What follows belongs to an exercise in optimizing a design on an open flow for small area, a short achievable clock period and few clock cycles per item; a production flow would make more cautious choices. RTL that was checked went through simulation tests only; none was proved equivalent to the original. No functional check of the RTL was part of run 2.

==> flow/design.v, too long to show whole: its modules and the start of the top module <==
// module ptx_trig: 187 lines
// module ptx_mul_stage: 3649 lines
// module ptx_out_stage: 76 lines
// module point_transform_2d_core: 153 lines
module point_transform_2d_core #(
    parameter int COORD_BITS     = 24,
    parameter int TRIG_FRAC_BITS = 15
) (
    input  logic                                     aclk,
    input  logic                                     aresetn,
    input  logic                                     cfg_wr_en,
    input  logic [ptx_pkg::CFG_INDEX_BITS-1:0]       cfg_index,
    input  logic [((COORD_BITS > ptx_pkg::FACTOR_BITS) ? COORD_BITS
                   : ptx_pkg::FACTOR_BITS)-1:0]      cfg_wdata,
    input  logic                                     s_valid,
    output logic                                     s_ready,
    input  logic signed [COORD_BITS-1:0]             s_in_x,
    input  logic signed [COORD_BITS-1:0]             s_in_y,
    output logic                                     m_valid,
    input  logic                                     m_ready,
    output logic signed [COORD_BITS-1:0]             m_out_x,
    output logic signed [COORD_BITS-1:0]             m_out_y,
    output logic                                     m_clipped
);
  // ...
==> flow/flow/run.sh <==
#!/bin/bash
# The standard layout (standard.sh: the standard synthesis and ORFS flow,
# unchanged constraints) with the setup repair asked to leave a margin, so
# that repair_timing also works on paths that already meet the clock.
set -euo pipefail
export SETUP_SLACK_MARGIN=9.0
bash standard.sh > standard.log 2>&1
==> flow/standard.sh <==
#!/bin/bash
# synth_recipe.tcl (not shown) runs the flow's synth.tcl, then flattens the netlist and writes it again
# the make line also repeats each setting of config.mk as NAME=value (left out here)
make -C /OpenROAD-flow-scripts/flow DESIGN_CONFIG=/design/flow/config.mk WORK_HOME=/design/flow/orfs CLKGATE_MAP_FILE= SYNTH_SCRIPT=/design/flow/synth_recipe.tcl "${@:-finish}"
==> flow/config.mk <==
export PLATFORM = sky130hd
export DESIGN_NAME = point_transform_2d_core
export DESIGN_NICKNAME = point_transform_2d_core
export VERILOG_FILES = /design/flow/design.v
export SDC_FILE = /design/flow/constraint.sdc
export NUM_CORES = 4
export LEC_CHECK = 0
export ABC_CLOCK_PERIOD_IN_PS = 3000
export CAP_MARGIN = 20
export CORE_MARGIN = 2
export CORE_UTILIZATION = 66
export SLEW_MARGIN = 20
==> flow/constraint.sdc <==
create_clock -name core_clock -period 14.0 [get_ports {aclk}]
set_input_delay 2.8000 -clock core_clock [delete_from_list [all_inputs] [get_ports {aclk}]]
set_output_delay 2.8000 -clock core_clock [all_outputs]
set_load 0.01 [all_outputs]
==> impl_metrics.py, run 1 <==
metrics = {
    "cells_and_area": {
        "seq_area_mm2": 0.0209,
        "nClkBuffers": 128,
        "largest_cell_class": "multi-input gates",
        "fill_cells": 9533,
        "nFlopsAndLatches": 836,
        "sh_seq_area_pct": 23.1,
    },
    "logic_synthesis": {
        "synthMuxAreaShare_pct": 2.34,
        "netlist_instances": 9233,
        "yosysSeqAreaShare_pct": 24.9,
    },
    "drt": {
        "dr_total_vias": 70500,
        "met1_length_um": 104000,
        "wl_um": 277000,
        "firstDrtPassIters": 10,
        "antenna_left": 0,
    },
    "job": {
        "maxCapViolCount": 0,
    },
    "timing": {
        "timing.hold.ws_ns": 0.450,
        "hold_viol": 0,
        "setup_viol": 0,
        "worst_clock_skew_ns": 0.0365,
    },
    "die": {
        "dieArea_mm2": 0.129,
    },
    "worst_setup_path": {
        "worst-path-stages": 11,
        "worstPathMaxFanout": 17,
        "r2r_cells": 11,
        "worstSetupStartpoint": "u_mul_stage.w1[16]$_DFFE_PN_",
        "path_delay_family": "adder cells",
        "arrival_ns": 5.50,
    },
    "clock_network": {
        "clkTransAtPathRegs_ns": 0.06,
    },
    "place": {
        "placedInstanceArea_mm2": 0.0851,
    },
    "outcome": {
        "outcome": "complete, no violations",
    },
    "global_route": {
        "grt-ovfl-total": 0,
        "grt_pass1_vias": 67500,
    },
    "hold_path": {
        "min_from": "offset_x_reg[9]$_SDFFE_PN0P_",
    },
}
Testbench counts, summed over its fixed seeds: cycles 16,920, items 14,130.
==> module ptx_trig, before the edit <==
module ptx_trig (
    input  logic                                 aclk,
    input  logic                                 aresetn,
    input  logic                                 start,
    input  logic [ptx_pkg::ANGLE_BITS-1:0]       angle,
    output logic signed [16:0]                   sine,
    output logic signed [16:0]                   cosine,
    output logic                                 flip,
    output logic                                 busy
);
    localparam int TW    = 17;
    localparam int SHIFT = CORDIC_FRAC - 15;
    localparam int RW    = XY_BITS + 1;
    localparam logic signed [RW-1:0] ROUND_HALF =
        {{(RW-SHIFT){1'b0}}, 1'b1, {(SHIFT-1){1'b0}}};
    localparam logic signed [RW-1:0] ONE_R =
        {{(RW-15-1){1'b0}}, 1'b1, {15{1'b0}}};
    localparam logic signed [TW-1:0] ONE_T = {2'b01, {15{1'b0}}};
    localparam logic signed [XY_BITS-1:0] ONE_XY = XY_BITS'(1) <<< CORDIC_FRAC;
    logic active_reg, ph_reg;
    logic signed [XY_BITS-1:0] xs_reg, ys_reg;
    logic [ITER_BITS-1:0] iter_reg;
    logic [ANGLE_BITS-1:0] angle_reg;
    logic signed [TW-1:0] sine_reg, cosine_reg;
    logic signed [Z_BITS-1:0] z_first;
    logic signed [XY_BITS-1:0] x_reg, y_reg;
    logic signed [Z_BITS-1:0] z_reg;
    logic flip_reg;
    logic fold_flip;
    logic signed [Z_BITS-1:0] z_step, atan_val;
    logic signed [XY_BITS-1:0] x_shift, y_shift, x_step, y_step;
    function automatic logic signed [TW-1:0] trig_round(input logic signed [XY_BITS-1:0] v);
        logic signed [RW-1:0] w;
        logic signed [TW-1:0] r;
        w = ($signed({v[XY_BITS-1], v}) + ROUND_HALF) >>> SHIFT;
        if (w > ONE_R) begin
            r = ONE_T;
        end else if (w < -ONE_R) begin
            r = -ONE_T;
        end else begin
            r = w[TW-1:0];
        end
        trig_round = r;
    endfunction
    logic signed [ANGLE_BITS:0] ang_wide, ang_c;
    logic [10:0] ang_ge, ang_eq;
    logic ang_neg;
    always_comb begin
        ang_wide = {angle_reg[ANGLE_BITS-1], angle_reg};
        for (int j = 0; j < 11; j++) begin
            ang_ge[j] = ang_wide >= $signed((ANGLE_BITS+1)'(ANG_QUARTER * (j - 5)));
            ang_eq[j] = ang_wide == $signed((ANGLE_BITS+1)'(ANG_QUARTER * (j - 5)));
        end
        ang_c     = $signed((ANGLE_BITS+1)'(-3 * ANG_HALF + 720));
        fold_flip = 1'b1;
        ang_neg   = 1'b0;
        for (int j = 0; j < 11; j++) begin
            if (ang_ge[j]) begin
                if ((j - 5) % 2 == 0) begin
                    ang_c     = $signed((ANGLE_BITS+1)'(ANG_HALF * ((j - 5) / 2) + 720));
                    fold_flip = (((j - 5) / 2) % 2) != 0;
                    ang_neg   = 1'b0;
                end else if (ang_eq[j] && ((((j - 6) / 2) % 2) == 0)) begin
                    ang_c     = $signed((ANGLE_BITS+1)'(ANG_HALF * ((j - 6) / 2) + 720));
                    fold_flip = 1'b0;
                    ang_neg   = 1'b0;
                end else begin
                    ang_c     = $signed((ANGLE_BITS+1)'(ANG_HALF * ((j - 4) / 2) - 720));
                    fold_flip = ((((j - 4) / 2) % 2) != 0);
                    ang_neg   = 1'b1;
                end
            end
        end
        z_first = {{(Z_BITS-ANGLE_BITS-1-ANGLE_SHIFT){1'b0}}, (ANGLE_BITS+1)'(ang_wide - ang_c),
                   {ANGLE_SHIFT{1'b0}}};
        z_first[Z_BITS-1:ANGLE_BITS+1+ANGLE_SHIFT] = {(Z_BITS-ANGLE_BITS-1-ANGLE_SHIFT){z_first[ANGLE_BITS+ANGLE_SHIFT]}};
    end
    always_comb begin
        case (iter_reg)
            5'd0:    atan_val = Z_BITS'(2949120);
            5'd1:    atan_val = Z_BITS'(1740968);
            5'd2:    atan_val = Z_BITS'(919880);
            5'd3:    atan_val = Z_BITS'(466945);
            5'd4:    atan_val = Z_BITS'(234378);
            5'd5:    atan_val = Z_BITS'(117303);
            5'd6:    atan_val = Z_BITS'(58666);
            5'd7:    atan_val = Z_BITS'(29335);
            5'd8:    atan_val = Z_BITS'(14668);
            5'd9:    atan_val = Z_BITS'(7334);
            5'd10:   atan_val = Z_BITS'(3667);
            5'd11:   atan_val = Z_BITS'(1833);
            5'd12:   atan_val = Z_BITS'(917);
            5'd13:   atan_val = Z_BITS'(458);
            5'd14:   atan_val = Z_BITS'(229);
            5'd15:   atan_val = Z_BITS'(115);
            5'd16:   atan_val = Z_BITS'(57);
            5'd17:   atan_val = Z_BITS'(29);
            default: atan_val = '0;
        endcase
    end
    always_comb begin
        x_shift = xs_reg;
        y_shift = ys_reg;
        if (!z_reg[Z_BITS-1]) begin
            x_step = x_reg - y_shift;
            y_step = y_reg + x_shift;
            z_step = z_reg - atan_val;
        end else begin
            x_step = x_reg + y_shift;
            y_step = y_reg - x_shift;
            z_step = z_reg + atan_val;
        end
    end
    logic last_step, do_step;
    assign do_step   = active_reg && (iter_reg != '0) && ph_reg;
    assign last_step = do_step && (iter_reg == ITER_BITS'(CORDIC_STAGES - 1));
    always_ff @(posedge aclk) begin
        if (!aresetn) begin
            active_reg <= 1'b0;
            ph_reg     <= 1'b0;
            iter_reg   <= '0;
        end else if (start) begin
            active_reg <= 1'b1;
            ph_reg     <= 1'b0;
            iter_reg   <= '0;
        end else begin
            if (active_reg) begin
                if (iter_reg == '0 || ph_reg) begin
                    iter_reg <= iter_reg + ITER_BITS'(1);
                    ph_reg   <= 1'b0;
                end else begin
                    ph_reg   <= 1'b1;
                end
                if (last_step) begin
                    active_reg <= 1'b0;
                end
            end
        end
    end
    always_ff @(posedge aclk) begin
        if (!ph_reg) begin
            xs_reg <= x_reg >>> iter_reg;
            ys_reg <= y_reg >>> iter_reg;
        end
    end
    always_ff @(posedge aclk) begin
        if (start) begin
            angle_reg <= angle;
        end
    end
    always_ff @(posedge aclk) begin
        if (!aresetn) begin
            x_reg    <= ONE_XY;
            y_reg    <= '0;
            flip_reg <= 1'b0;
        end else if (active_reg) begin
            if (iter_reg == '0) begin
                x_reg    <= CORDIC_GAIN;
                y_reg    <= ang_neg ? -CORDIC_GAIN : CORDIC_GAIN;
                flip_reg <= fold_flip;
            end else if (ph_reg) begin
                x_reg <= x_step;
                y_reg <= y_step;
            end
        end
    end
    always_ff @(posedge aclk) begin
        if (active_reg && iter_reg == '0) begin
            z_reg <= z_first;
        end else if (do_step) begin
            z_reg <= z_step;
        end
    end
    always_ff @(posedge aclk) begin
        if (!aresetn) begin
            sine_reg   <= '0;
            cosine_reg <= ONE_T;
        end else begin
            sine_reg   <= trig_round(y_reg);
            cosine_reg <= trig_round(x_reg);
        end
    end
    assign sine   = sine_reg;
    assign cosine = cosine_reg;
    assign flip   = flip_reg;
    assign busy   = active_reg;
endmodule
==> module ptx_out_stage, before the edit <==
module ptx_out_stage (
    input  logic                  aclk,
    input  logic                  aresetn,
    input  logic                  v2,
    input  logic [SUM_BITS-9:0]   re_s,
    input  logic [SUM_BITS-9:0]   re_c,
    input  logic                  re_k,
    input  logic [SUM_BITS-9:0]   im_s,
    input  logic [SUM_BITS-9:0]   im_c,
    input  logic                  im_k,
    input  logic                  scale,
    output logic                  adv,
    output logic                  m_valid,
    input  logic                  m_ready,
    output logic signed [23:0]    m_out_x,
    output logic signed [23:0]    m_out_y,
    output logic                  m_clipped
);
    localparam int W = SUM_BITS - 8;    
    function automatic logic [24:0] sat_sel(input logic [W-1:0] s, input logic sc);
        logic ovf;
        logic [23:0] v;
        if (sc) begin
            ovf = !((&s[W-1:23]) || !(|s[W-1:23]));
            v   = s[23:0];
        end else begin
            ovf = !((&s[W-1:30]) || !(|s[W-1:30]));
            v   = s[30:7];
        end
        if (ovf) v = s[W-1] ? 24'h800000 : 24'h7fffff;
        sat_sel = {ovf, v};
    endfunction
    logic [W-1:0] re, im;
    logic [24:0] rx, ry;
    logic [48:0] res;
    assign re  = re_s + re_c + W'(re_k);
    assign im  = im_s + im_c + W'(im_k);
    assign rx  = sat_sel(re, scale);
    assign ry  = sat_sel(im, scale);
    assign res = {rx[24] | ry[24], ry[23:0], rx[23:0]};
    logic m_valid_reg, k_valid_reg, m_free;
    logic [48:0] m_reg, k_reg;
    assign adv    = !k_valid_reg;
    assign m_free = !m_valid_reg || m_ready;
    always_ff @(posedge aclk) begin
        if (!aresetn) begin
            m_valid_reg <= 1'b0;
            k_valid_reg <= 1'b0;
        end else if (k_valid_reg) begin
            if (m_free) begin
                m_valid_reg <= 1'b1;
                k_valid_reg <= 1'b0;
            end
        end else if (v2) begin
            if (m_free) begin
                m_valid_reg <= 1'b1;
            end else begin
                k_valid_reg <= 1'b1;
            end
        end else if (m_free) begin
            m_valid_reg <= 1'b0;
        end
    end
    always_ff @(posedge aclk) begin
        if (m_free) begin
            m_reg <= k_valid_reg ? k_reg : res;
        end
        if (!k_valid_reg) begin
            k_reg <= res;
        end
    end
    assign m_valid   = m_valid_reg;
    assign m_out_x   = m_reg[23:0];
    assign m_out_y   = m_reg[47:24];
    assign m_clipped = m_reg[48];
endmodule
==> module point_transform_2d_core, before the edit <==
module point_transform_2d_core #(
    parameter int COORD_BITS     = 24,
    parameter int TRIG_FRAC_BITS = 15
) (
    input  logic                                     aclk,
    input  logic                                     aresetn,
    input  logic                                     cfg_wr_en,
    input  logic [ptx_pkg::CFG_INDEX_BITS-1:0]       cfg_index,
    input  logic [((COORD_BITS > ptx_pkg::FACTOR_BITS) ? COORD_BITS
                   : ptx_pkg::FACTOR_BITS)-1:0]      cfg_wdata,
    input  logic                                     s_valid,
    output logic                                     s_ready,
    input  logic signed [COORD_BITS-1:0]             s_in_x,
    input  logic signed [COORD_BITS-1:0]             s_in_y,
    output logic                                     m_valid,
    input  logic                                     m_ready,
    output logic signed [COORD_BITS-1:0]             m_out_x,
    output logic signed [COORD_BITS-1:0]             m_out_y,
    output logic                                     m_clipped
);
    localparam int CB = COORD_BITS;
    logic [MODE_BITS-1:0] mode_reg;
    logic signed [CB-1:0] pivot_x_reg, pivot_y_reg, offset_x_reg, offset_y_reg;
    logic [FACTOR_BITS-1:0] factor_x_reg, factor_y_reg;
    logic angle_start, trig_busy, adv, in_load, v2, flip;
    logic signed [16:0] sine, cosine;
    logic [SUM_BITS-9:0] re_s, re_c, im_s, im_c;
    logic re_k, im_k;
    function automatic logic [FACTOR_BITS-1:0] abs_factor(input logic [FACTOR_BITS-1:0] f);
        abs_factor = f[FACTOR_BITS-1] ? FACTOR_BITS'(-f) : f;
    endfunction
    assign angle_start = cfg_wr_en && (cfg_index == REG_ANGLE);
    assign s_ready     = adv && !trig_busy;
    assign in_load     = s_valid && s_ready;
    always_ff @(posedge aclk) begin
        if (!aresetn) begin
            mode_reg     <= MODE_ROTATE;
            pivot_x_reg  <= '0;
            pivot_y_reg  <= '0;
            offset_x_reg <= '0;
            offset_y_reg <= '0;
            factor_x_reg <= FACTOR_BITS'(256);
            factor_y_reg <= FACTOR_BITS'(256);
        end else if (cfg_wr_en) begin
            case (cfg_index)
                REG_MODE:     mode_reg     <= cfg_wdata[MODE_BITS-1:0];
                REG_PIVOT_X:  pivot_x_reg  <= cfg_wdata[CB-1:0];
                REG_PIVOT_Y:  pivot_y_reg  <= cfg_wdata[CB-1:0];
                REG_OFFSET_X: offset_x_reg <= cfg_wdata[CB-1:0];
                REG_OFFSET_Y: offset_y_reg <= cfg_wdata[CB-1:0];
                REG_FACTOR_X: factor_x_reg <= cfg_wdata[FACTOR_BITS-1:0];
                REG_FACTOR_Y: factor_y_reg <= cfg_wdata[FACTOR_BITS-1:0];
                default: ;
            endcase
        end
    end
    ptx_trig u_trig (
        .aclk    (aclk),
        .aresetn (aresetn),
        .start   (angle_start),
        .angle   (cfg_wdata[ANGLE_BITS-1:0]),
        .sine    (sine),
        .cosine  (cosine),
        .flip    (flip),
        .busy    (trig_busy)
    );
    logic rot, scl, trn;
    logic signed [CB-1:0] px, py, bx, by;
    logic signed [COEF_BITS-1:0] a1, a2, a3;
    logic signed [COEF_BITS:0] cms, cps;
    logic nflip;
    logic [3*DIGITS-1:0] sel1_reg, sel2_reg, sel3_reg;
    logic signed [CB:0] pd_reg;
    function automatic logic [3*DIGITS-1:0] booth_sel(input logic [COEF_BITS-1:0] a,
                                                      input logic f);
        logic [COEF_BITS+1:0] e;
        logic [3*DIGITS-1:0] r;
        logic b2, b1, b0;
        e = {a[COEF_BITS-1], a, 1'b0};
        for (int j = 0; j < DIGITS; j++) begin
            b2 = e[2*j+2];
            b1 = e[2*j+1];
            b0 = e[2*j];
            r[3*j]   = b1 ^ b0;
            r[3*j+1] = (b2 & ~b1 & ~b0) | (~b2 & b1 & b0);
            r[3*j+2] = b2 ^ f;
        end
        booth_sel = r;
    endfunction
    always_comb begin
        rot = (mode_reg == MODE_ROTATE);
        scl = (mode_reg == MODE_SCALE);
        trn = (mode_reg == MODE_TRANSLATE);
        px  = trn ? ~offset_x_reg : pivot_x_reg;
        py  = trn ? ~offset_y_reg : pivot_y_reg;
        bx  = trn ? {CB{1'b1}} : pivot_x_reg;
        by  = trn ? {CB{1'b1}} : pivot_y_reg;
        cms = {cosine[16], cosine} - {sine[16], sine};
        cps = {cosine[16], cosine} + {sine[16], sine};
        a1  = rot ? sine : '0;
        a2  = rot ? cms[COEF_BITS-1:0] : scl ? {1'b0, abs_factor(factor_x_reg)} : COEF_BITS'(32768);
        a3  = rot ? cps[COEF_BITS-1:0] : scl ? {1'b0, abs_factor(factor_y_reg)} : COEF_BITS'(32768);
        nflip = rot & flip;
    end
    always_ff @(posedge aclk) begin
        sel1_reg <= booth_sel(a1, nflip);
        sel2_reg <= booth_sel(a2, nflip);
        sel3_reg <= booth_sel(a3, nflip);
        pd_reg   <= (CB+1)'(px) - (CB+1)'(py);
    end
    ptx_mul_stage u_mul_stage (
        .aclk    (aclk),
        .aresetn (aresetn),
        .adv     (adv),
        .in_load (in_load),
        .in_x    (s_in_x),
        .in_y    (s_in_y),
        .px      (px),
        .py      (py),
        .pd      (pd_reg),
        .sel1    (sel1_reg),
        .sel2    (sel2_reg),
        .sel3    (sel3_reg),
        .bx      (bx),
        .by      (by),
        .scale   (scl),
        .v2      (v2),
        .re_s    (re_s),
        .re_c    (re_c),
        .re_k    (re_k),
        .im_s    (im_s),
        .im_c    (im_c),
        .im_k    (im_k)
    );
    ptx_out_stage u_out_stage (
        .aclk      (aclk),
        .aresetn   (aresetn),
        .v2        (v2),
        .re_s      (re_s),
        .re_c      (re_c),
        .re_k      (re_k),
        .im_s      (im_s),
        .im_c      (im_c),
        .im_k      (im_k),
        .scale     (scl),
        .adv       (adv),
        .m_valid   (m_valid),
        .m_ready   (m_ready),
        .m_out_x   (m_out_x),
        .m_out_y   (m_out_y),
        .m_clipped (m_clipped)
    );
endmodule
==> run 2, diff against run 1 <==
--- a/flow/design.v
+++ b/flow/design.v
@@ -44,73 +44,70 @@
     localparam int SHIFT = CORDIC_FRAC - 15;
     localparam int RW    = XY_BITS + 1;
     localparam logic signed [RW-1:0] ROUND_HALF =
         {{(RW-SHIFT){1'b0}}, 1'b1, {(SHIFT-1){1'b0}}};
     localparam logic signed [RW-1:0] ONE_R =
         {{(RW-15-1){1'b0}}, 1'b1, {15{1'b0}}};
     localparam logic signed [TW-1:0] ONE_T = {2'b01, {15{1'b0}}};
     localparam logic signed [XY_BITS-1:0] ONE_XY = XY_BITS'(1) <<< CORDIC_FRAC;
-    logic active_reg, ph_reg;
-    logic signed [XY_BITS-1:0] xs_reg, ys_reg;
+    logic active_reg;
     logic [ITER_BITS-1:0] iter_reg;
     logic [ANGLE_BITS-1:0] angle_reg;
     logic signed [TW-1:0] sine_reg, cosine_reg;
     logic signed [Z_BITS-1:0] z_first;
     logic signed [XY_BITS-1:0] x_reg, y_reg;
     logic signed [Z_BITS-1:0] z_reg;
     logic flip_reg;
+    logic signed [ANGLE_BITS:0] ang_wide, ang_mod, ang_half, ang_fold;
     logic fold_flip;
-    logic signed [Z_BITS-1:0] z_step, atan_val;
+    logic signed [Z_BITS-1:0] z_load, z_step, atan_val;
     logic signed [XY_BITS-1:0] x_shift, y_shift, x_step, y_step;
     function automatic logic signed [TW-1:0] trig_round(input logic signed [XY_BITS-1:0] v);
         logic signed [RW-1:0] w;
         logic signed [TW-1:0] r;
         w = ($signed({v[XY_BITS-1], v}) + ROUND_HALF) >>> SHIFT;
         if (w > ONE_R) begin
             r = ONE_T;
         end else if (w < -ONE_R) begin
             r = -ONE_T;
         end else begin
             r = w[TW-1:0];
         end
         trig_round = r;
     endfunction
-    logic signed [ANGLE_BITS:0] ang_wide, ang_c;
-    logic [10:0] ang_ge, ang_eq;
-    logic ang_neg;
     always_comb begin
         ang_wide = {angle_reg[ANGLE_BITS-1], angle_reg};
-        for (int j = 0; j < 11; j++) begin
-            ang_ge[j] = ang_wide >= $signed((ANGLE_BITS+1)'(ANG_QUARTER * (j - 5)));
-            ang_eq[j] = ang_wide == $signed((ANGLE_BITS+1)'(ANG_QUARTER * (j - 5)));
+        if (ang_wide < -ANG_FULL) begin
+            ang_mod = (ANGLE_BITS+1)'(ang_wide + 2 * ANG_FULL);
+        end else if (ang_wide < 0) begin
+            ang_mod = (ANGLE_BITS+1)'(ang_wide + ANG_FULL);
+        end else if (ang_wide >= ANG_FULL) begin
+            ang_mod = (ANGLE_BITS+1)'(ang_wide - ANG_FULL);
+        end else begin
+            ang_mod = ang_wide;
         end
-        ang_c     = $signed((ANGLE_BITS+1)'(-3 * ANG_HALF + 720));
-        fold_flip = 1'b1;
-        ang_neg   = 1'b0;
-        for (int j = 0; j < 11; j++) begin
-            if (ang_ge[j]) begin
-                if ((j - 5) % 2 == 0) begin
-                    ang_c     = $signed((ANGLE_BITS+1)'(ANG_HALF * ((j - 5) / 2) + 720));
-                    fold_flip = (((j - 5) / 2) % 2) != 0;
-                    ang_neg   = 1'b0;
-                end else if (ang_eq[j] && ((((j - 6) / 2) % 2) == 0)) begin
-                    ang_c     = $signed((ANGLE_BITS+1)'(ANG_HALF * ((j - 6) / 2) + 720));
-                    fold_flip = 1'b0;
-                    ang_neg   = 1'b0;
-                end else begin
-                    ang_c     = $signed((ANGLE_BITS+1)'(ANG_HALF * ((j - 4) / 2) - 720));
-                    fold_flip = ((((j - 4) / 2) % 2) != 0);
-                    ang_neg   = 1'b1;
-                end
-            end
+        if (ang_mod >= ANG_HALF) begin
+            ang_half = (ANGLE_BITS+1)'(ang_mod - ANG_FULL);
+        end else begin
+            ang_half = ang_mod;
+        end
+        fold_flip = 1'b0;
+        if (ang_half > ANG_QUARTER) begin
+            ang_fold  = (ANGLE_BITS+1)'(ang_half - ANG_HALF);
+            fold_flip = 1'b1;
+        end else if (ang_half < -ANG_QUARTER) begin
+            ang_fold  = (ANGLE_BITS+1)'(ang_half + ANG_HALF);
+            fold_flip = 1'b1;
+        end else begin
+            ang_fold = ang_half;
         end
-        z_first = {{(Z_BITS-ANGLE_BITS-1-ANGLE_SHIFT){1'b0}}, (ANGLE_BITS+1)'(ang_wide - ang_c),
-                   {ANGLE_SHIFT{1'b0}}};
-        z_first[Z_BITS-1:ANGLE_BITS+1+ANGLE_SHIFT] = {(Z_BITS-ANGLE_BITS-1-ANGLE_SHIFT){z_first[ANGLE_BITS+ANGLE_SHIFT]}};
+        z_load = {{(Z_BITS-ANGLE_BITS-1-ANGLE_SHIFT){ang_fold[ANGLE_BITS]}}, ang_fold,
+                  {ANGLE_SHIFT{1'b0}}};
+        z_first = z_load[Z_BITS-1] ? z_load + Z_BITS'(2949120) : z_load - Z_BITS'(2949120);
     end
     always_comb begin
         case (iter_reg)
             5'd0:    atan_val = Z_BITS'(2949120);
             5'd1:    atan_val = Z_BITS'(1740968);
             5'd2:    atan_val = Z_BITS'(919880);
             5'd3:    atan_val = Z_BITS'(466945);
             5'd4:    atan_val = Z_BITS'(234378);
@@ -126,96 +123,71 @@
             5'd14:   atan_val = Z_BITS'(229);
             5'd15:   atan_val = Z_BITS'(115);
             5'd16:   atan_val = Z_BITS'(57);
             5'd17:   atan_val = Z_BITS'(29);
             default: atan_val = '0;
         endcase
     end
     always_comb begin
-        x_shift = xs_reg;
-        y_shift = ys_reg;
+        x_shift = x_reg >>> iter_reg;
+        y_shift = y_reg >>> iter_reg;
         if (!z_reg[Z_BITS-1]) begin
             x_step = x_reg - y_shift;
             y_step = y_reg + x_shift;
             z_step = z_reg - atan_val;
         end else begin
             x_step = x_reg + y_shift;
             y_step = y_reg - x_shift;
             z_step = z_reg + atan_val;
         end
     end
-    logic last_step, do_step;
-    assign do_step   = active_reg && (iter_reg != '0) && ph_reg;
-    assign last_step = do_step && (iter_reg == ITER_BITS'(CORDIC_STAGES - 1));
     always_ff @(posedge aclk) begin
         if (!aresetn) begin
             active_reg <= 1'b0;
-            ph_reg     <= 1'b0;
             iter_reg   <= '0;
         end else if (start) begin
             active_reg <= 1'b1;
-            ph_reg     <= 1'b0;
             iter_reg   <= '0;
-        end else begin
-            if (active_reg) begin
-                if (iter_reg == '0 || ph_reg) begin
-                    iter_reg <= iter_reg + ITER_BITS'(1);
-                    ph_reg   <= 1'b0;
-                end else begin
-                    ph_reg   <= 1'b1;
-                end
-                if (last_step) begin
-                    active_reg <= 1'b0;
-                end
+        end else if (active_reg) begin
+            iter_reg <= iter_reg + ITER_BITS'(1);
+            if (iter_reg == ITER_BITS'(CORDIC_STAGES - 1)) begin
+                active_reg <= 1'b0;
             end
         end
     end
     always_ff @(posedge aclk) begin
-        if (!ph_reg) begin
-            xs_reg <= x_reg >>> iter_reg;
-            ys_reg <= y_reg >>> iter_reg;
-        end
-    end
-    always_ff @(posedge aclk) begin
         if (start) begin
             angle_reg <= angle;
         end
     end
     always_ff @(posedge aclk) begin
         if (!aresetn) begin
             x_reg    <= ONE_XY;
             y_reg    <= '0;
             flip_reg <= 1'b0;
         end else if (active_reg) begin
             if (iter_reg == '0) begin
                 x_reg    <= CORDIC_GAIN;
-                y_reg    <= ang_neg ? -CORDIC_GAIN : CORDIC_GAIN;
+                y_reg    <= z_load[Z_BITS-1] ? -CORDIC_GAIN : CORDIC_GAIN;
                 flip_reg <= fold_flip;
-            end else if (ph_reg) begin
+            end else begin
                 x_reg <= x_step;
                 y_reg <= y_step;
             end
         end
     end
     always_ff @(posedge aclk) begin
-        if (active_reg && iter_reg == '0) begin
-            z_reg <= z_first;
-        end else if (do_step) begin
-            z_reg <= z_step;
+        if (active_reg) begin
+            z_reg <= (iter_reg == '0) ? z_first : z_step;
         end
     end
     always_ff @(posedge aclk) begin
-        if (!aresetn) begin
-            sine_reg   <= '0;
-            cosine_reg <= ONE_T;
-        end else begin
-            sine_reg   <= trig_round(y_reg);
-            cosine_reg <= trig_round(x_reg);
-        end
+        sine_reg   <= trig_round(y_reg);
+        cosine_reg <= trig_round(x_reg);
     end
     assign sine   = sine_reg;
     assign cosine = cosine_reg;
     assign flip   = flip_reg;
     assign busy   = active_reg;
 endmodule
 import ptx_pkg::*;
 module ptx_mul_stage (
@@ -230,22 +202,20 @@
     input  logic signed [24:0]         pd,       
     input  logic [3*DIGITS-1:0]        sel1,     
     input  logic [3*DIGITS-1:0]        sel2,
     input  logic [3*DIGITS-1:0]        sel3,
     input  logic signed [23:0]         bx,       
     input  logic signed [23:0]         by,
     input  logic                       scale,    
     output logic                       v2,
-    output logic [SUM_BITS-9:0]        re_s,
-    output logic [SUM_BITS-9:0]        re_c,
-    output logic                       re_k,
-    output logic [SUM_BITS-9:0]        im_s,
-    output logic [SUM_BITS-9:0]        im_c,
-    output logic                       im_k
+    output logic [SUM_BITS-1:0]        re_s,
+    output logic [SUM_BITS-1:0]        re_c,
+    output logic [SUM_BITS-1:0]        im_s,
+    output logic [SUM_BITS-1:0]        im_c
 );
     localparam int W = SUM_BITS;
     logic v0, v1;
     logic signed [23:0] x0, y0;
     logic signed [24:0] dx1, dy1;
     logic signed [25:0] w1;
     always_ff @(posedge aclk) begin
         if (!aresetn) begin
@@ -3847,69 +3817,61 @@
     assign im_t667 = im_t499 ^ im_t582 ^ im_t583;
     assign im_t668 = (im_t499 & im_t582) | (im_t499 & im_t583) | (im_t582 & im_t583);
     assign im_t669 = im_t501 ^ im_t584 ^ im_t585;
     assign im_t670 = (im_t501 & im_t584) | (im_t501 & im_t585) | (im_t584 & im_t585);
     assign im_t671 = im_t503 ^ im_t586 ^ im_t587;
     assign im_t672 = (im_t503 & im_t586) | (im_t503 & im_t587) | (im_t586 & im_t587);
     assign im_a = {im_t670, im_t668, im_t666, im_t664, im_t662, im_t660, im_t658, im_t656, im_t654, im_t652, im_t650, im_t648, im_t646, im_t644, im_t642, im_t640, im_t638, im_t636, im_t634, im_t632, im_t630, im_t628, im_t626, im_t624, im_t622, im_t620, im_t618, im_t616, im_t614, im_t612, im_t610, im_t608, im_t606, im_t604, im_t602, im_t600, im_t598, im_t596, im_t594, im_t592, im_t590, im_t589};
     assign im_b = {im_t671, im_t669, im_t667, im_t665, im_t663, im_t661, im_t659, im_t657, im_t655, im_t653, im_t651, im_t649, im_t647, im_t645, im_t643, im_t641, im_t639, im_t637, im_t635, im_t633, im_t631, im_t629, im_t627, im_t625, im_t623, im_t621, im_t619, im_t617, im_t615, im_t613, im_t611, im_t609, im_t607, im_t605, im_t603, im_t601, im_t599, im_t597, im_t595, im_t593, im_t591, im_t505};
-    logic [7:0] re_lo, im_lo;
-    logic re_k_n, im_k_n;
-    assign {re_k_n, re_lo} = 9'(re_a[7:0]) + 9'(re_b[7:0]);
-    assign {im_k_n, im_lo} = 9'(im_a[7:0]) + 9'(im_b[7:0]);
     always_ff @(posedge aclk) begin
         if (adv) begin
-            re_s <= re_a[W-1:8];
-            re_c <= re_b[W-1:8];
-            re_k <= re_k_n;
-            im_s <= im_a[W-1:8];
-            im_c <= im_b[W-1:8];
-            im_k <= im_k_n;
+            re_s <= re_a;
+            re_c <= re_b;
+            im_s <= im_a;
+            im_c <= im_b;
         end
     end
 endmodule
 import ptx_pkg::*;
 module ptx_out_stage (
     input  logic                  aclk,
     input  logic                  aresetn,
     input  logic                  v2,
-    input  logic [SUM_BITS-9:0]   re_s,
-    input  logic [SUM_BITS-9:0]   re_c,
-    input  logic                  re_k,
-    input  logic [SUM_BITS-9:0]   im_s,
-    input  logic [SUM_BITS-9:0]   im_c,
-    input  logic                  im_k,
+    input  logic [SUM_BITS-1:0]   re_s,
+    input  logic [SUM_BITS-1:0]   re_c,
+    input  logic [SUM_BITS-1:0]   im_s,
+    input  logic [SUM_BITS-1:0]   im_c,
     input  logic                  scale,
     output logic                  adv,
     output logic                  m_valid,
     input  logic                  m_ready,
     output logic signed [23:0]    m_out_x,
     output logic signed [23:0]    m_out_y,
     output logic                  m_clipped
 );
-    localparam int W = SUM_BITS - 8;    
+    localparam int W = SUM_BITS;
     function automatic logic [24:0] sat_sel(input logic [W-1:0] s, input logic sc);
         logic ovf;
         logic [23:0] v;
         if (sc) begin
-            ovf = !((&s[W-1:23]) || !(|s[W-1:23]));
-            v   = s[23:0];
+            ovf = !((&s[W-1:31]) || !(|s[W-1:31]));
+            v   = s[31:8];
         end else begin
-            ovf = !((&s[W-1:30]) || !(|s[W-1:30]));
-            v   = s[30:7];
+            ovf = !((&s[W-1:38]) || !(|s[W-1:38]));
+            v   = s[38:15];
         end
         if (ovf) v = s[W-1] ? 24'h800000 : 24'h7fffff;
         sat_sel = {ovf, v};
     endfunction
     logic [W-1:0] re, im;
     logic [24:0] rx, ry;
     logic [48:0] res;
-    assign re  = re_s + re_c + W'(re_k);
-    assign im  = im_s + im_c + W'(im_k);
+    assign re  = re_s + re_c;
+    assign im  = im_s + im_c;
     assign rx  = sat_sel(re, scale);
     assign ry  = sat_sel(im, scale);
     assign res = {rx[24] | ry[24], ry[23:0], rx[23:0]};
     logic m_valid_reg, k_valid_reg, m_free;
     logic [48:0] m_reg, k_reg;
     assign adv    = !k_valid_reg;
     assign m_free = !m_valid_reg || m_ready;
     always_ff @(posedge aclk) begin
@@ -3966,18 +3928,17 @@
     output logic                                     m_clipped
 );
     localparam int CB = COORD_BITS;
     logic [MODE_BITS-1:0] mode_reg;
     logic signed [CB-1:0] pivot_x_reg, pivot_y_reg, offset_x_reg, offset_y_reg;
     logic [FACTOR_BITS-1:0] factor_x_reg, factor_y_reg;
     logic angle_start, trig_busy, adv, in_load, v2, flip;
     logic signed [16:0] sine, cosine;
-    logic [SUM_BITS-9:0] re_s, re_c, im_s, im_c;
-    logic re_k, im_k;
+    logic [SUM_BITS-1:0] re_s, re_c, im_s, im_c;
     function automatic logic [FACTOR_BITS-1:0] abs_factor(input logic [FACTOR_BITS-1:0] f);
         abs_factor = f[FACTOR_BITS-1] ? FACTOR_BITS'(-f) : f;
     endfunction
     assign angle_start = cfg_wr_en && (cfg_index == REG_ANGLE);
     assign s_ready     = adv && !trig_busy;
     assign in_load     = s_valid && s_ready;
     always_ff @(posedge aclk) begin
         if (!aresetn) begin
@@ -4069,31 +4030,27 @@
         .sel2    (sel2_reg),
         .sel3    (sel3_reg),
         .bx      (bx),
         .by      (by),
         .scale   (scl),
         .v2      (v2),
         .re_s    (re_s),
         .re_c    (re_c),
-        .re_k    (re_k),
         .im_s    (im_s),
-        .im_c    (im_c),
-        .im_k    (im_k)
+        .im_c    (im_c)
     );
     ptx_out_stage u_out_stage (
         .aclk      (aclk),
         .aresetn   (aresetn),
         .v2        (v2),
         .re_s      (re_s),
         .re_c      (re_c),
-        .re_k      (re_k),
         .im_s      (im_s),
         .im_c      (im_c),
-        .im_k      (im_k),
         .scale     (scl),
         .adv       (adv),
         .m_valid   (m_valid),
         .m_ready   (m_ready),
         .m_out_x   (m_out_x),
         .m_out_y   (m_out_y),
         .m_clipped (m_clipped)
     );
==> flow/flow/run.sh (replaced) <==
#!/bin/bash
# The standard layout (standard.sh: the standard synthesis and ORFS flow,
# unchanged constraints) with the setup repair asked to leave a margin, so
# that repair_timing also works on paths that already meet the clock.
set -euo pipefail
export SETUP_SLACK_MARGIN=9
bash standard.sh > standard.log 2>&1
==> flow/config.mk (replaced) <==
export PLATFORM = sky130hd
export DESIGN_NAME = point_transform_2d_core
export DESIGN_NICKNAME = point_transform_2d_core
export VERILOG_FILES = /design/flow/design.v
export SDC_FILE = /design/flow/constraint.sdc
export NUM_CORES = 4
export LEC_CHECK = 0
export ABC_CLOCK_PERIOD_IN_PS = 3000
export CAP_MARGIN = 20
export CORE_MARGIN = 2
export CORE_UTILIZATION = 40
export SLEW_MARGIN = 20
==> run 2 against run 1 <==
- register-to-register slack got worse by 0.88 ns
- synthesized cell count decreased by 3.0%
- non-clock buffer count increased by 176
- fmax decreased by 15%
- critical path depth increased by 16
- clock-buffer cell count decreased by 5
- utilization decreased by 26 points
==> impl_metrics.py, run 2 <==
metrics = {
    "outcome": {
        "outcome": "complete, no violations",
    },
    "cells_and_area": {
        "fill_cells": 19300,
        "nets": 10300,
        "multi_input_area_mm2": 0.0579,
        "final_layout_size_suffix_gt1_share_pct": 11.5,
        "layout_commonest_cell": "inv_1",
        "final_area_mm2": 0.0940,
        "areaGrowthSynthToFinish_pct": 13.8,
        "seq_area_mm2": 0.0198,
        "layout_common_cells": "inv_1, fa_1, nand2_1",
    },
    "worst_setup_path": {
        "r2r_cells": 27,
        "worst-path-stages": 27,
        "worstPathMaxFanout": 7,
        "cp.required_ns": 14.58,
        "critPathMaxStageDelay_ns": 0.53,
        "arrival_ns": 6.49,
        "critPathLaunchType": "flip-flop",
        "endpoint_kind": "flip-flop",
        "worst-path-buf-inv": 5,
        "path_delay_family": "compound AO/OA/AOI/OAI gates",
        "crit_path_frequent_cell": "buf_6",
        "cp_slowest_cell": "mux4_2",
        "critPathKind": "reg2reg",
    },
    "clock_network": {
        "root_buffer": "clkbuf_16",
        "clk_latency_ns": 0.76,
        "cts_buffers": 93,
        "cts_tree": "built",
        "clkTransAtPathRegs_ns": 0.06,
        "cts_sinks": 798,
        "htreeDepth": 3,
        "clockBufferDepth": 3,
    },
    "timing": {
        "rsz0062_at_grt": "true",
        "fmax_ghz": 0.169,
        "worst_clock_skew_ns": 0.0665,
        "relSlewSlack_pct": 17.2,
        "worst_slew_pin_slew_ns": 1.23,
        "slew_viol_final": 0,
        "setup_viol": 0,
        "timing.final.crit_period_ns": 5.91,
        "setup-tns-final_ns": 0,
        "post-route-period-util_pct": 42.2,
        "hold_viol": 0,
    },
    "place": {
        "placedInstanceArea_mm2": 0.0860,
        "gp_congestion": 1.01,
        "port-buffer-count": 130,
        "hpwl_um": 218000,
    },
    "die": {
        "initial_core_util_pct": 40.3,
        "die_width_um": 458,
        "ios": 131,
        "dieArea_mm2": 0.210,
        "std_cell_rows": 166,
        "coreArea_mm2": 0.205,
        "die-height_um": 458,
    },
    "logic_synthesis": {
        "synth_edf_count": 382,
        "netlist_instances": 8955,
        "synthTopCellsByArea": "fa_1, edfxtp_1, dfxtp_1",
        "ys.flop_type": "dfxtp_1",
        "yosysSeqAreaShare_pct": 24.0,
        "synth_nets": 10200,
        "syn-cell-area_mm2": 0.0826,
        "yosys.area.top_type": "fa_1",
        "synth_top_area_share_pct": 18.2,
        "synth_common_cells": "inv_1, fa_1, nand2_1",
        "ys_async_sr_fraction_pct": 0,
        "synth_warnings": 4,
        "yosysUniqueCellTypes": 124,
        "synth.most_common_cell": "inv_1",
        "avgSynthCellArea_um2": 9.22,
        "ys_ff_latch": 798,
    },
    "drt": {
        "via_per_inst": 5.83,
        "drt_iter0_drc": 7754,
        "wl_um": 297000,
        "wire_per_inst_um": 25.2,
        "drc": 0,
        "firstDrtPassIters": 7,
        "antenna_left": 0,
        "dr_total_vias": 68700,
    },
    "job": {
        "maxCapViolCount": 0,
    },
    "global_route": {
        "grt_use_total_pct": 27.4,
        "grt_pass1_vias": 67300,
        "grt_pass1_wl_um": 437000,
        "met1_usage_pct": 37.2,
        "grt-ovfl-total": 0,
        "met2_usage_pct": 41.5,
        "grt_max_degree": 121,
        "grt_use_met3_pct": 5.88,
        "gr-max-usage-layer": "met2",
        "antenna_found_initial": 13,
    },
    "hold_path": {
        "hold_class": "reg2reg",
        "whs_path_depth": 1,
    },
}
run 2: worst paths after layout:
path / startpoint / to / slack, ns
setup / recovery: u_trig.iter_reg[0]$_SDFFE_PP0P_ / u_trig.x_reg[31]$_SDFFE_PN0P_ / 8.09
hold / removal: u_out_stage.k_reg[5]$_DFF_P_ / u_out_stage.k_reg[5]$_DFF_P_ / 0.46
setup reg to reg: u_trig.iter_reg[0]$_SDFFE_PP0P_ / u_trig.x_reg[31]$_SDFFE_PN0P_ / 8.09
hold reg to reg: u_out_stage.k_reg[5]$_DFF_P_ / u_out_stage.k_reg[5]$_DFF_P_ / 0.46
run 2: layout make-up:
cell class                 count  area share [%]
tap                         2688            3.58
antenna                        5          0.0133
multi-input combinational   6519            61.6
clock buffer                 123            2.82
timing repair buffer         592            6.15
inverter                     999            4.04
sequential                   798            21.1
clock inverter                53           0.702
run 2: cells by family after synthesis:
group / synth area share, %
AO/OA/AOI/OAI: 17.0
AND/OR/NAND/NOR: 10.6
buffers and inverters: 7.65
adder cells (fa/ha/maj): 25.2
XOR/XNOR: 12.2
flip-flops: 24.0
multiplexers: 3.41
run 2: per-stage QoR:
step | setup WS, ns | hold WS [ns] | utilization (%) | std cells
floorplan | 8.34 | 0.422 | - | 8955
global route | 7.93 | 0.478 | 45.8 | 11800
finish | 8.09 | 0.456 | 45.8 | 11800
detailed placement | 7.45 | 0.443 | 41.9 | 11300
global placement | 7.54 | 0.436 | 41.9 | 11300
CTS | 8.28 | 0.456 | 45.2 | 11700
run 2: metal layers:
layer	share of wire (%)	wire, µm
met5	0.016	46
met4	5.6	16500
met3	9.7	28800
met2	43	129000
met1	41	123000
run 2: repair_timing:
| action | in CTS | in global routing |
|---|---|---|
| cloned | 4 | 4 |
| pin swaps | 111 | 91 |
| gates resized for setup | 178 | 137 |
| setup buffers | 263 | 63 |
| setup endpoints to repair | 207 | 201 |
| hold endpoints to repair | 0 | 0 |
| hold buffers | 0 | 0 |

[port drivers added, routing unchanged]
No port has a modelled driver above. Below, the same layouts with a new extraction and two added sets of constraints. Step 1 (the two cells are an assumption about what drives the block):
set clk [get_ports {aclk}]
set_driving_cell -lib_cell sky130_fd_sc_hd__clkbuf_16 $clk
set_driving_cell -lib_cell sky130_fd_sc_hd__buf_2 [delete_from_list [all_inputs] $clk]
Step 2 moves the port delays by t, midway between the first and last clock arrival at a register: inputs arrive t later, outputs are due t later. That takes back most of the time a late clock gives input paths. Three values: ideal, step 1, step 2; two values: the first two.
| run | t (ns) | setup WS [ns] | clock arrival spread, ns |
|---|---|---|---|
| run 1 | 0.811 | 8.971 / 8.971 / 8.473 | 0.036 / 0.037 |
| run 2 | 0.814 | 8.093 / 8.093 / 8.093 | 0.067 / 0.066 |
After both steps setup and hold are still met in every run listed. For run 1, which loses most, drivers alone change the setup slack by 0.000 ns; drivers and shift together by -0.498 ns.
